Background: an optimization exercise with open tools, aiming at small area, a short achievable clock period and few clock cycles per item. Do not read the settings as production practice.
Function was checked by simulation only, so behaviour that the tests miss may differ from the original.

**flow/run.sh**
```bash
#!/bin/bash
# synth_recipe.tcl (not shown) runs the flow's synth.tcl, then flattens the netlist and writes it again
# the make line also repeats each setting of config.mk as NAME=value (left out here)
make -C /OpenROAD-flow-scripts/flow DESIGN_CONFIG=/design/flow/config.mk WORK_HOME=/design/flow/orfs CLKGATE_MAP_FILE= SYNTH_SCRIPT=/design/flow/synth_recipe.tcl finish
```
**flow/config.mk**
```make
export PLATFORM = sky130hd
export DESIGN_NAME = inverse_square_field_sum_core
export DESIGN_NICKNAME = inverse_square_field_sum_core
export VERILOG_FILES = /design/flow/design.v
export SDC_FILE = /design/flow/constraint.sdc
export NUM_CORES = 4
export LEC_CHECK = 0
export CAP_MARGIN = 20
export CORE_MARGIN = 2
export CORE_UTILIZATION = 40
export SLEW_MARGIN = 20
```
**flow/constraint.sdc**
```tcl
create_clock -name core_clock -period 9.0 [get_ports {clk}]
set_input_delay 1.8000 -clock core_clock [delete_from_list [all_inputs] [get_ports {clk}]]
set_output_delay 1.8000 -clock core_clock [all_outputs]
set_load 0.01 [all_outputs]
```
**flow/design.v**
```verilog
package isfs_pkg;
    localparam int MAX_SOURCES   = 5;
    localparam int COORD_BITS    = 10;
    localparam int CFG_IDX_BITS  = 3;
    localparam int CFG_DATA_BITS = 24;
    localparam int OUT_BITS      = 20;
    localparam int SUM_BITS      = 21;    
    localparam int D2_BITS       = 21;
    localparam int ROOT_BITS     = 19;
    localparam int MAG_BITS      = 16;
    localparam int PROD_BITS     = 26;
    localparam int SLOT          = 17;    
    localparam logic [CFG_IDX_BITS-1:0] REG_SOURCE_COUNT = 3'd0;
    localparam logic [CFG_IDX_BITS-1:0] REG_SOURCE_A     = 3'd1;
    localparam logic [CFG_IDX_BITS-1:0] REG_SOURCE_E     = 3'd5;
    localparam logic [CFG_IDX_BITS-1:0] REG_STRENGTH     = 3'd6;
    localparam logic [CFG_IDX_BITS-1:0] REG_FORCE_CAP    = 3'd7;
    localparam logic [23:0] STRENGTH_RESET  = 24'd1000000;
    localparam logic [15:0] FORCE_CAP_RESET = 16'd5120;
    typedef struct packed {
        logic [COORD_BITS-1:0] point_y;
        logic [COORD_BITS-1:0] point_x;
    } isfs_in_t;
    typedef struct packed {
        logic signed [OUT_BITS-1:0] end_y;
        logic signed [OUT_BITS-1:0] end_x;
    } isfs_out_t;
endpackage
module isfs_unit
(
    input  logic        clk,
    input  logic        aload,       
    input  logic        xload,       
    input  logic        yload,       
    input  logic [20:0] d2_in,
    input  logic        ovf_in,
    input  logic [3:0]  sr_in,       
    input  logic [2:0]  sq_in,       
    input  logic [23:0] strength,
    input  logic [25:0] prod,        
    input  logic [18:0] r_in,
    input  logic        sgx_in,
    input  logic        sgy_in,
    input  logic        skip_in,
    output logic [15:0] mq,
    output logic        ovf,
    output logic [18:0] root,
    output logic [15:0] xq,
    output logic [15:0] yq,
    output logic        sgx,
    output logic        sgy,
    output logic        skx,
    output logic        sky
);
    logic [20:0] d2;
    logic [20:0] m_r;
    logic [15:0] m_q;
    logic [19:0] s_r;
    logic [18:0] s_q;
    logic [15:0] rad;
    logic [18:0] r;
    logic [18:0] x_r, y_r;
    logic [15:0] x_q, y_q;
    logic        sgy_l, sky_l;
    logic [21:0] m_t, m_d;
    logic        m_take;
    logic [21:0] s_t, s_d;
    logic        s_take;
    always_comb
    begin
        m_t    = {m_r, m_q[15]};
        m_d    = m_t - {1'b0, d2};
        m_take = (m_t >= {1'b0, d2});
        s_t    = {s_r, rad[15:14]};
        s_d    = s_t - {2'b00, s_q[17:0], 2'b01};
        s_take = (s_t >= {2'b00, s_q[17:0], 2'b01});
    end
    always_ff @(posedge clk)
    begin
        if (aload)
        begin
            d2  <= d2_in;
            ovf <= ovf_in;
            m_r <= {5'd0, strength[23:8]};
            m_q <= {strength[7:0], 8'h00};
            s_r <= {16'd0, sr_in};
            s_q <= {16'd0, sq_in};
            rad <= d2_in[15:0];
        end
        else
        begin
            m_r <= m_take ? m_d[20:0] : m_t[20:0];
            m_q <= {m_q[14:0], m_take};
            s_r <= s_take ? s_d[19:0] : s_t[19:0];
            s_q <= {s_q[17:0], s_take};
            rad <= {rad[13:0], 2'b00};
        end
    end
    logic [19:0] x_t, x_d, y_t, y_d;
    logic        x_take, y_take;
    always_comb
    begin
        x_t    = {x_r, x_q[15]};
        x_d    = x_t - {1'b0, r};
        x_take = (x_t >= {1'b0, r});
        y_t    = {y_r, y_q[15]};
        y_d    = y_t - {1'b0, r};
        y_take = (y_t >= {1'b0, r});
    end
    always_ff @(posedge clk)
    begin
        if (xload)
        begin
            r     <= r_in;
            x_r   <= {1'b0, prod[25:8]};
            x_q   <= {prod[7:0], 8'h00};
            sgx   <= sgx_in;
            sgy_l <= sgy_in;
            skx   <= skip_in;
            sky_l <= skip_in;
        end
        else
        begin
            x_r <= x_take ? x_d[18:0] : x_t[18:0];
            x_q <= {x_q[14:0], x_take};
        end
        if (yload)
        begin
            y_r <= {1'b0, prod[25:8]};
            y_q <= {prod[7:0], 8'h00};
            sgy <= sgy_l;
            sky <= sky_l;
        end
        else
        begin
            y_r <= y_take ? y_d[18:0] : y_t[18:0];
            y_q <= {y_q[14:0], y_take};
        end
    end
    assign mq   = m_q;
    assign root = s_q;
    assign xq   = x_q;
    assign yq   = y_q;
endmodule
import isfs_pkg::*;
module inverse_square_field_sum_core
(
    input  logic                     clk,
    input  logic                     rst_n,
    input  logic                     in_valid,
    output logic                     in_stall,
    input  isfs_pkg::isfs_in_t                 in_data,
    output logic                     out_valid,
    input  logic                     out_stall,
    output isfs_pkg::isfs_out_t                out_data,
    input  logic                     cfg_we,
    input  logic [CFG_IDX_BITS-1:0]  cfg_index,
    input  logic [CFG_DATA_BITS-1:0] cfg_data
);
    localparam int NL = MAX_SOURCES;
    logic [2:0]                   count_reg;
    logic [2*COORD_BITS-1:0]      src_reg [NL];
    logic [23:0]                  strength_reg;
    logic [MAG_BITS-1:0]          cap_reg;
    logic [4:0]                   c_reg;
    logic                         va, vb, vc;      
    logic                         ha, hb, hc;      
    logic                         blocked;
    logic                         reinj;
    logic                         acc_en;
    logic                         out_valid_reg;
    logic [2*COORD_BITS-1:0]      pa, pb, pc;      
    logic [COORD_BITS-1:0]        dxa, dya;
    logic [D2_BITS-1:0]           d2c;
    logic [MAG_BITS-1:0]          magc;
    logic [ROOT_BITS-1:0]         rc;
    logic [COORD_BITS-1:0]        dxb, dyb;
    logic                         sgxb, sgyb, skipb;
    logic [PROD_BITS-1:0]         prod;
    logic signed [SUM_BITS-1:0]   sumx, sumy;
    logic [15:0]                  l_mq   [NL];
    logic                         l_ovf  [NL];
    logic [18:0]                  l_root [NL];
    logic [15:0]                  l_xq   [NL];
    logic [15:0]                  l_yq   [NL];
    logic                         l_sgx  [NL];
    logic                         l_sgy  [NL];
    logic                         l_skx  [NL];
    logic                         l_sky  [NL];
    logic                         ovfc;
    logic [3:0]                   sr3;
    logic [2:0]                   sq3;
    logic                         empty;
    logic                         adv;
    logic                         take;
    logic                         deliver;
    logic [2:0]                   cnt_eff;
    assign cnt_eff  = (count_reg > 3'd5) ? 3'd5 : count_reg;
    assign empty    = !va && !vb && !vc && !blocked;
    assign in_stall = !(((c_reg == 5'(SLOT-1)) && !blocked && !reinj) || empty);
    assign take     = in_valid && !in_stall;
    assign adv      = (c_reg == 5'(SLOT-1)) || (empty && in_valid);
    assign deliver  = vc && !out_valid_reg && (!blocked || hc);
    for (genvar j = 0; j < NL; j++)
    begin : g_lane
        isfs_unit u_lane (
            .clk      (clk),
            .aload    (c_reg == 5'(2*j+2)),
            .xload    (c_reg == 5'(2*j+4)),
            .yload    (c_reg == 5'(2*j+5)),
            .d2_in    (d2c),
            .ovf_in   (ovfc),
            .sr_in    (sr3),
            .sq_in    (sq3),
            .strength (strength_reg),
            .prod     (prod),
            .r_in     (rc),
            .sgx_in   (sgxb),
            .sgy_in   (sgyb),
            .skip_in  (skipb),
            .mq       (l_mq[j]),
            .ovf      (l_ovf[j]),
            .root     (l_root[j]),
            .xq       (l_xq[j]),
            .yq       (l_yq[j]),
            .sgx      (l_sgx[j]),
            .sgy      (l_sgy[j]),
            .skx      (l_skx[j]),
            .sky      (l_sky[j])
        );
    end
    logic [2:0]                   jf, jb, jacc;
    logic [2*COORD_BITS-1:0]      srcf, srcb;
    assign jf   = c_reg[3:1];
    assign jb   = c_reg[3:1] - 3'd1;
    assign jacc = c_reg[3:1] - 3'd2;
    always_comb
    begin
        srcf = src_reg[0];
        srcb = src_reg[0];
        for (int i = 1; i < NL; i++)
        begin
            if (jf == 3'(i)) srcf = src_reg[i];
            if (jb == 3'(i)) srcb = src_reg[i];
        end
    end
    always_comb
    begin
        logic [5:0] t;
        logic [4:0] tr;
        logic [3:0] r;
        logic [2:0] q;
        ovfc = ({5'd0, strength_reg[23:8]} >= d2c);
        r = '0;
        q = '0;
        for (int k = 2; k >= 0; k--)
        begin
            t  = {r, (k == 2) ? {1'b0, d2c[20]} : d2c[16+2*k +: 2]};
            tr = {q, 2'b01};
            if (t >= {1'b0, tr})
            begin
                r = 4'(t - {1'b0, tr});
                q = {q[1:0], 1'b1};
            end
            else
            begin
                r = t[3:0];
                q = {q[1:0], 1'b0};
            end
        end
        sr3 = r;
        sq3 = q;
    end
    logic [15:0] mq_sel;
    logic        ovf_sel;
    logic [18:0] root_sel;
    always_comb
    begin
        mq_sel   = l_mq[0];
        ovf_sel  = l_ovf[0];
        root_sel = l_root[0];
        for (int i = 1; i < NL; i++)
            if (jb == 3'(i))
            begin
                mq_sel   = l_mq[i];
                ovf_sel  = l_ovf[i];
                root_sel = l_root[i];
            end
    end
    always_ff @(posedge clk)
    begin
        logic signed [COORD_BITS:0] ex, ey;
        ex  = $signed({1'b0, srcf[COORD_BITS-1:0]}) - $signed({1'b0, pa[COORD_BITS-1:0]});
        ey  = $signed({1'b0, srcf[2*COORD_BITS-1:COORD_BITS]})
            - $signed({1'b0, pa[2*COORD_BITS-1:COORD_BITS]});
        dxa <= ex[COORD_BITS] ? COORD_BITS'(-ex) : ex[COORD_BITS-1:0];
        dya <= ey[COORD_BITS] ? COORD_BITS'(-ey) : ey[COORD_BITS-1:0];
        d2c <= D2_BITS'(D2_BITS'(dxa) * D2_BITS'(dxa)) + D2_BITS'(D2_BITS'(dya) * D2_BITS'(dya));
        ex  = $signed({1'b0, srcb[COORD_BITS-1:0]}) - $signed({1'b0, pb[COORD_BITS-1:0]});
        ey  = $signed({1'b0, srcb[2*COORD_BITS-1:COORD_BITS]})
            - $signed({1'b0, pb[2*COORD_BITS-1:COORD_BITS]});
        dxb   <= ex[COORD_BITS] ? COORD_BITS'(-ex) : ex[COORD_BITS-1:0];
        dyb   <= ey[COORD_BITS] ? COORD_BITS'(-ey) : ey[COORD_BITS-1:0];
        sgxb  <= ex[COORD_BITS];
        sgyb  <= ey[COORD_BITS];
        skipb <= (ex == '0) && (ey == '0);
        if (!c_reg[0])
        begin
            magc <= (ovf_sel || (mq_sel > cap_reg)) ? cap_reg : mq_sel;
            rc   <= root_sel;
        end
        prod  <= PROD_BITS'(magc) * PROD_BITS'(c_reg[0] ? dxb : dyb);
    end
    logic [15:0] xq_sel, yq_sel;
    logic        sgx_sel, sgy_sel, skx_sel, sky_sel;
    logic        con_x, con_y;
    logic        en_x, en_y;
    logic signed [SUM_BITS-1:0] base_x, base_y, add_x, add_y;
    always_comb
    begin
        xq_sel  = l_xq[0];
        yq_sel  = l_yq[0];
        sgx_sel = l_sgx[0];
        sgy_sel = l_sgy[0];
        skx_sel = l_skx[0];
        sky_sel = l_sky[0];
        for (int i = 1; i < NL; i++)
            if (jacc == 3'(i))
            begin
                xq_sel  = l_xq[i];
                yq_sel  = l_yq[i];
                sgx_sel = l_sgx[i];
                sgy_sel = l_sgy[i];
                skx_sel = l_skx[i];
                sky_sel = l_sky[i];
            end
        con_x  = !skx_sel && (jacc < cnt_eff);
        con_y  = !sky_sel && (jacc < cnt_eff);
        en_x   = !c_reg[0] && (c_reg >= 5'd4) && (c_reg <= 5'd12)
               && ((c_reg == 5'd4) ? deliver : acc_en);
        en_y   = c_reg[0] && (c_reg >= 5'd5) && (c_reg <= 5'd13) && acc_en;
        base_x = (c_reg == 5'd4) ? $signed({3'b000, pc[COORD_BITS-1:0], 8'h00}) : sumx;
        base_y = (c_reg == 5'd5) ? $signed({3'b000, pc[2*COORD_BITS-1:COORD_BITS], 8'h00})
                                 : sumy;
        add_x  = con_x ? (sgx_sel ? -$signed({5'd0, xq_sel}) : $signed({5'd0, xq_sel})) : '0;
        add_y  = con_y ? (sgy_sel ? -$signed({5'd0, yq_sel}) : $signed({5'd0, yq_sel})) : '0;
    end
    always_ff @(posedge clk)
    begin
        if (en_x) sumx <= base_x + add_x;
        if (en_y) sumy <= base_y + add_y;
    end
    always_comb
    begin
        out_data.end_x = (!sumx[SUM_BITS-1] && sumx[OUT_BITS-1]) ? {1'b0, {(OUT_BITS-1){1'b1}}}
                                                                 : sumx[OUT_BITS-1:0];
        out_data.end_y = (!sumy[SUM_BITS-1] && sumy[OUT_BITS-1]) ? {1'b0, {(OUT_BITS-1){1'b1}}}
                                                                 : sumy[OUT_BITS-1:0];
    end
    assign out_valid = out_valid_reg;
    always_ff @(posedge clk)
    begin
        if (adv)
        begin
            pc <= pb;
            pb <= pa;
            if (reinj)
                pa <= pc;
            else if (take)
                pa <= in_data;
        end
    end
    always_ff @(posedge clk or negedge rst_n)
    begin
        if (!rst_n)
        begin
            c_reg         <= '0;
            va            <= 1'b0;
            vb            <= 1'b0;
            vc            <= 1'b0;
            ha            <= 1'b0;
            hb            <= 1'b0;
            hc            <= 1'b0;
            blocked       <= 1'b0;
            reinj         <= 1'b0;
            acc_en        <= 1'b0;
            out_valid_reg <= 1'b0;
            count_reg     <= '0;
            strength_reg  <= STRENGTH_RESET;
            cap_reg       <= FORCE_CAP_RESET;
            for (int i = 0; i < NL; i++)
                src_reg[i] <= '0;
        end
        else
        begin
            c_reg <= adv ? 5'd0 : c_reg + 5'd1;
            if (c_reg == 5'd4)
            begin
                acc_en <= deliver;
                if (vc && !deliver)
                begin
                    reinj <= 1'b1;
                    if (!blocked)
                    begin
                        blocked <= 1'b1;
                        hc      <= 1'b1;
                    end
                end
                if (deliver && hc)
                    blocked <= 1'b0;
            end
            if (adv)
            begin
                vc    <= vb;
                hc    <= hb;
                vb    <= va;
                hb    <= ha;
                va    <= reinj || take;
                ha    <= reinj && hc;
                reinj <= 1'b0;
            end
            if (c_reg == 5'd13 && acc_en)
                out_valid_reg <= 1'b1;
            else if (!out_stall)
                out_valid_reg <= 1'b0;
            if (cfg_we)
            begin
                if (cfg_index == REG_SOURCE_COUNT)
                    count_reg <= cfg_data[2:0];
                else if (cfg_index == REG_STRENGTH)
                    strength_reg <= cfg_data;
                else if (cfg_index == REG_FORCE_CAP)
                    cap_reg <= cfg_data[MAG_BITS-1:0];
                else
                    src_reg[cfg_index - REG_SOURCE_A] <= cfg_data[2*COORD_BITS-1:0];
            end
        end
    end
endmodule
```
==> summary.txt <==
## synthesized netlist by cell type (all sizes together), types with 48 or more instances
master / count / area, um2
xor2: 127 / 1110
dfrtp: 149 / 3730
a21o: 161 / 1210
o21a: 100 / 751
nand3: 121 / 606
a31oi: 48 / 307
xnor2: 299 / 2620
a21oi: 691 / 3470
mux2: 235 / 2650
nor3: 154 / 781
buf: 131 / 602
inv: 881 / 3310
mux2i: 363 / 3630
nand4: 71 / 444
nor2: 902 / 3390
or3: 59 / 369
ha: 681 / 8520
clkbuf: 263 / 987
nand2b: 93 / 582
a211oi: 158 / 1190
edfxtp: 367 / 11000
nand2: 1015 / 3810
and3: 57 / 357
o21ai: 445 / 2230
fa: 260 / 5200
dfxtp: 900 / 18000
nor2b: 113 / 707
and2: 250 / 1560
## area by class of cell
class                   count  area [um2]
fillers                 21023      122000
clock inverters            73         832
diodes                      1        2.50
well taps                2871        3590
repair buffers            185        1660
inverters                 886        3340
flip-flops and latches   1425       33000
multi-input cells        6945       50400
clock buffers             224        4620
## worst max-delay path, stage by stage (launching register included)
cell	delay (ns)
sky130_fd_sc_hd__dfrtp_1	0.75
sky130_fd_sc_hd__mux2_2	0.50
sky130_fd_sc_hd__nand2_1	0.13
sky130_fd_sc_hd__fa_1	0.56
sky130_fd_sc_hd__inv_1	0.06
sky130_fd_sc_hd__fa_1	0.53
sky130_fd_sc_hd__inv_1	0.06
sky130_fd_sc_hd__fa_1	0.53
sky130_fd_sc_hd__inv_1	0.06
sky130_fd_sc_hd__fa_1	0.53
sky130_fd_sc_hd__inv_1	0.06
sky130_fd_sc_hd__fa_1	0.53
sky130_fd_sc_hd__inv_1	0.04
sky130_fd_sc_hd__ha_1	0.37
sky130_fd_sc_hd__and3_1	0.25
sky130_fd_sc_hd__a221oi_1	0.34
sky130_fd_sc_hd__o21ai_0	0.17
sky130_fd_sc_hd__a2111oi_0	0.73
sky130_fd_sc_hd__nor3_1	0.19
sky130_fd_sc_hd__nor3_1	0.35
sky130_fd_sc_hd__o21bai_1	0.10
sky130_fd_sc_hd__a21oi_1	0.18
sky130_fd_sc_hd__xnor2_1	0.13
## stage by stage
| stage | util [%] | hold WS [ns] | setup WS, ns | cell area (um2) | instances |
|---|---|---|---|---|---|
| after CTS | 44.4 | 0.413 | 1.78 | 97400 | 12608 |
| after floorplan | - | 0.400 | 2.33 | 88000 | 9650 |
| after global placement | 41.9 | 0.405 | 1.92 | 92000 | 12311 |
| final | 44.4 | 0.415 | 1.76 | 97400 | 12610 |
| after global routing | 44.4 | 0.424 | 1.22 | 97400 | 12610 |
| after detailed placement | 41.9 | 0.405 | 1.81 | 92000 | 12311 |
## kinds of logic after synthesis
group           Yosys count  share of synthesized area (%)
compound gates         2008                           14.2
xor+xnor                426                           4.24
fa+ha+maj               941                           15.6
buf+inv                1280                           5.58
flops                  1425                           37.5
mux                     614                           7.54
simple gates           2956                           15.3
## worst min-delay path by stage
stage                                        from                 endpoint  slack (ns)  cells past startpoint
after floorplan            g_lane[0].u_lane.sgy_l     g_lane[0].u_lane.sgy        0.40                      0
after global placement    g_lane[0].u_lane.rad[5]  g_lane[0].u_lane.rad[7]        0.40                      2
after detailed placement   g_lane[4].u_lane.sgy_l     g_lane[4].u_lane.sgy        0.41                      0
after CTS                 g_lane[1].u_lane.rad[3]  g_lane[1].u_lane.rad[5]        0.41                      2
after global routing       g_lane[4].u_lane.sgy_l     g_lane[4].u_lane.sgy        0.42                      0
final                     g_lane[3].u_lane.rad[3]  g_lane[3].u_lane.rad[5]        0.41                      2
## layer usage
metal / part of all wire, % / vias to the layer above / routed length [um]
met5: 0.026 / - / 63
met4: 3.2 / 10 / 7800
met3: 5.2 / 414 / 12700
met2: 47 / 1658 / 114000
met1: 45 / 32985 / 110000
li1: - / 33101 / -
==> impl_summary.log <==
[metrics] Highest Clock Rate: 138 MHz
[metrics] Top-Level Pins: 94
[metrics] cell count of the worst reg-to-reg path: 22
[metrics] clock root buffer: sky130_fd_sc_hd__clkbuf_16
[metrics] area of the die: 224000 um2
[metrics] Setup TNS Final: 0 ns
[metrics] # DRC: 0
[metrics] post-detailed-route count of antenna-violating nets: 0
[metrics] dominant register cell in the synthesized netlist: sky130_fd_sc_hd__dfxtp_1
[metrics] Worst-Skew Late Latency: 0.83 ns
[metrics] global-route usage over all layers: 21.5%
[metrics] Yosys Warn Count: 13
[metrics] top library cells by usage in the layout, fill and taps aside: sky130_fd_sc_hd__nand2_1, sky130_fd_sc_hd__dfxtp_1, sky130_fd_sc_hd__nor2_1
[metrics] cell row count: 172
[metrics] r2r endpoint: prod[23]
[metrics] Max Cap Violations: 0
[metrics] synthesized flop and latch total: 1425
[metrics] path type of the worst setup path: flop to flop
[metrics] clock edge transition at the registers on the reported setup and hold paths: 0.07 ns
[metrics] count of pins over their slew limit: 0
[metrics] GR Util met3: 2.65%
[metrics] EDFF count, synth: 367
[metrics] initial standard-cell utilization of the core: 40.1%
[metrics] CTS H-Tree Depth: 4
[metrics] post-synthesis async set-or-reset flop share: 11.1%
[metrics] Synth cell types: 91
[metrics] Resize count post-CTS: 0
[metrics] count of input and output buffers: 93
[metrics] post-synthesis cell area: 88000 um2
[metrics] post-CTS repair timing setup buffer count: 0
[metrics] clock net sink count: 1425
[metrics] global route hottest layer: met2
[metrics] worst setup skew after layout: 0.0403 ns
[metrics] number of global-route vias before repair: 66389
[metrics] Initial DRC Count: 4722
[metrics] share of cells above drive strength 1: 7.28%
[metrics] total gr overflow: 0
[metrics] met1 capacity usage during global routing: 29.1%
[metrics] vertical die dimension: 473 um
[metrics] global routing usage on met2: 35.6%
[metrics] DR pass1 iterations: 6
[metrics] Net Count, Synth: 10643
[metrics] leading cell type in the layout, fill and taps excluded: sky130_fd_sc_hd__nand2_1
[metrics] unrepaired setup endpoints after global routing: false
[metrics] category of the worst setup path capture point: flop
[metrics] Core Area: 219000 um2
[metrics] Hold Buf Count CTS: 0
[metrics] beginning of the critical path: c_reg[0]
[metrics] slew at the pin closest to its max-slew limit: 1.13 ns
[metrics] startpoint class of the critical path: flop
[metrics] maximum buffer depth of the clock tree: 3
[metrics] weighted congestion reported at the end of routability-driven placement: 0.885
[metrics] HPWL after DPL: 176000 um
[metrics] total clock buffers created by CTS: 159
[metrics] via count: 68168
[metrics] first-pass GRT wire length: 380000 um
[metrics] last element of the critical path: prod[23]
[metrics] Final Hold Violating Endpoints: 0
[metrics] DIE WIDTH: 473 um
[metrics] Arr. time, crit path: 7.97 ns
[metrics] result of the run: timing/DRC/antenna clean
[metrics] endpoint required time on the critical path: 9.72 ns
[metrics] source of the worst register-to-register timing path: c_reg[0]
[metrics] CTS tree: yes
[metrics] worst reg2reg setup slack: 1.76 ns
[metrics] Layout area overhead: 10.7%
[metrics] largest fanout on the critical path: 18
[metrics] cells after synthesis: 9650
[metrics] detailed-route wire length per cell: 19.4 um
[metrics] minimum clock period: 7.24 ns
[metrics] worst hold path type: flop to flop
[metrics] post-detailed-route via-to-cell ratio: 5.41
[metrics] antenna violations before repair: 17
[metrics] aggregate routed wire length: 245000 um
[metrics] syn avg cell area: 9.12 um2
[metrics] final critical-path share of the clock period: 80.5%
[metrics] pin count of the biggest net entering global routing: 151
[metrics] endpoints failing setup: 0
[metrics] sequential element share of the synthesized area: 37.5%
[metrics] Total Nets Final: 10595
[metrics] largest registers ranked by flip-flop count: g_lane.u_lane.d2: 105 flops, g_lane.u_lane.m_r: 105 flops
[metrics] worst slew margin relative to its limit: 24.8%
Testbench counts, summed over its fixed seeds: cycles 17,376, items 960.

separate check: timing with driven ports:
How much do the figures lean on ideal ports? The routed layout below was timed once more, with nothing changed but the port constraints. Step 1 assumes that a clkbuf_16 drives the clock port and a buf_2 every other input. Step 2 times the ports against the registers' clock, not the clock port: input delays grow and output delays shrink by t, the midpoint of the rising clock arrivals with the driver on. Slacks: no drivers / after step 1 / after step 2; pairs: no drivers / after step 1.
t (ns): 0.897
setup slack, ns: 1.755 / 1.755 / 1.755
worst slew at a driven data input, ns: 0.13
After both steps setup and hold are still met in this run. The setup slack of this run moves by 0.000 ns with the drivers and by 0.000 ns with both steps.
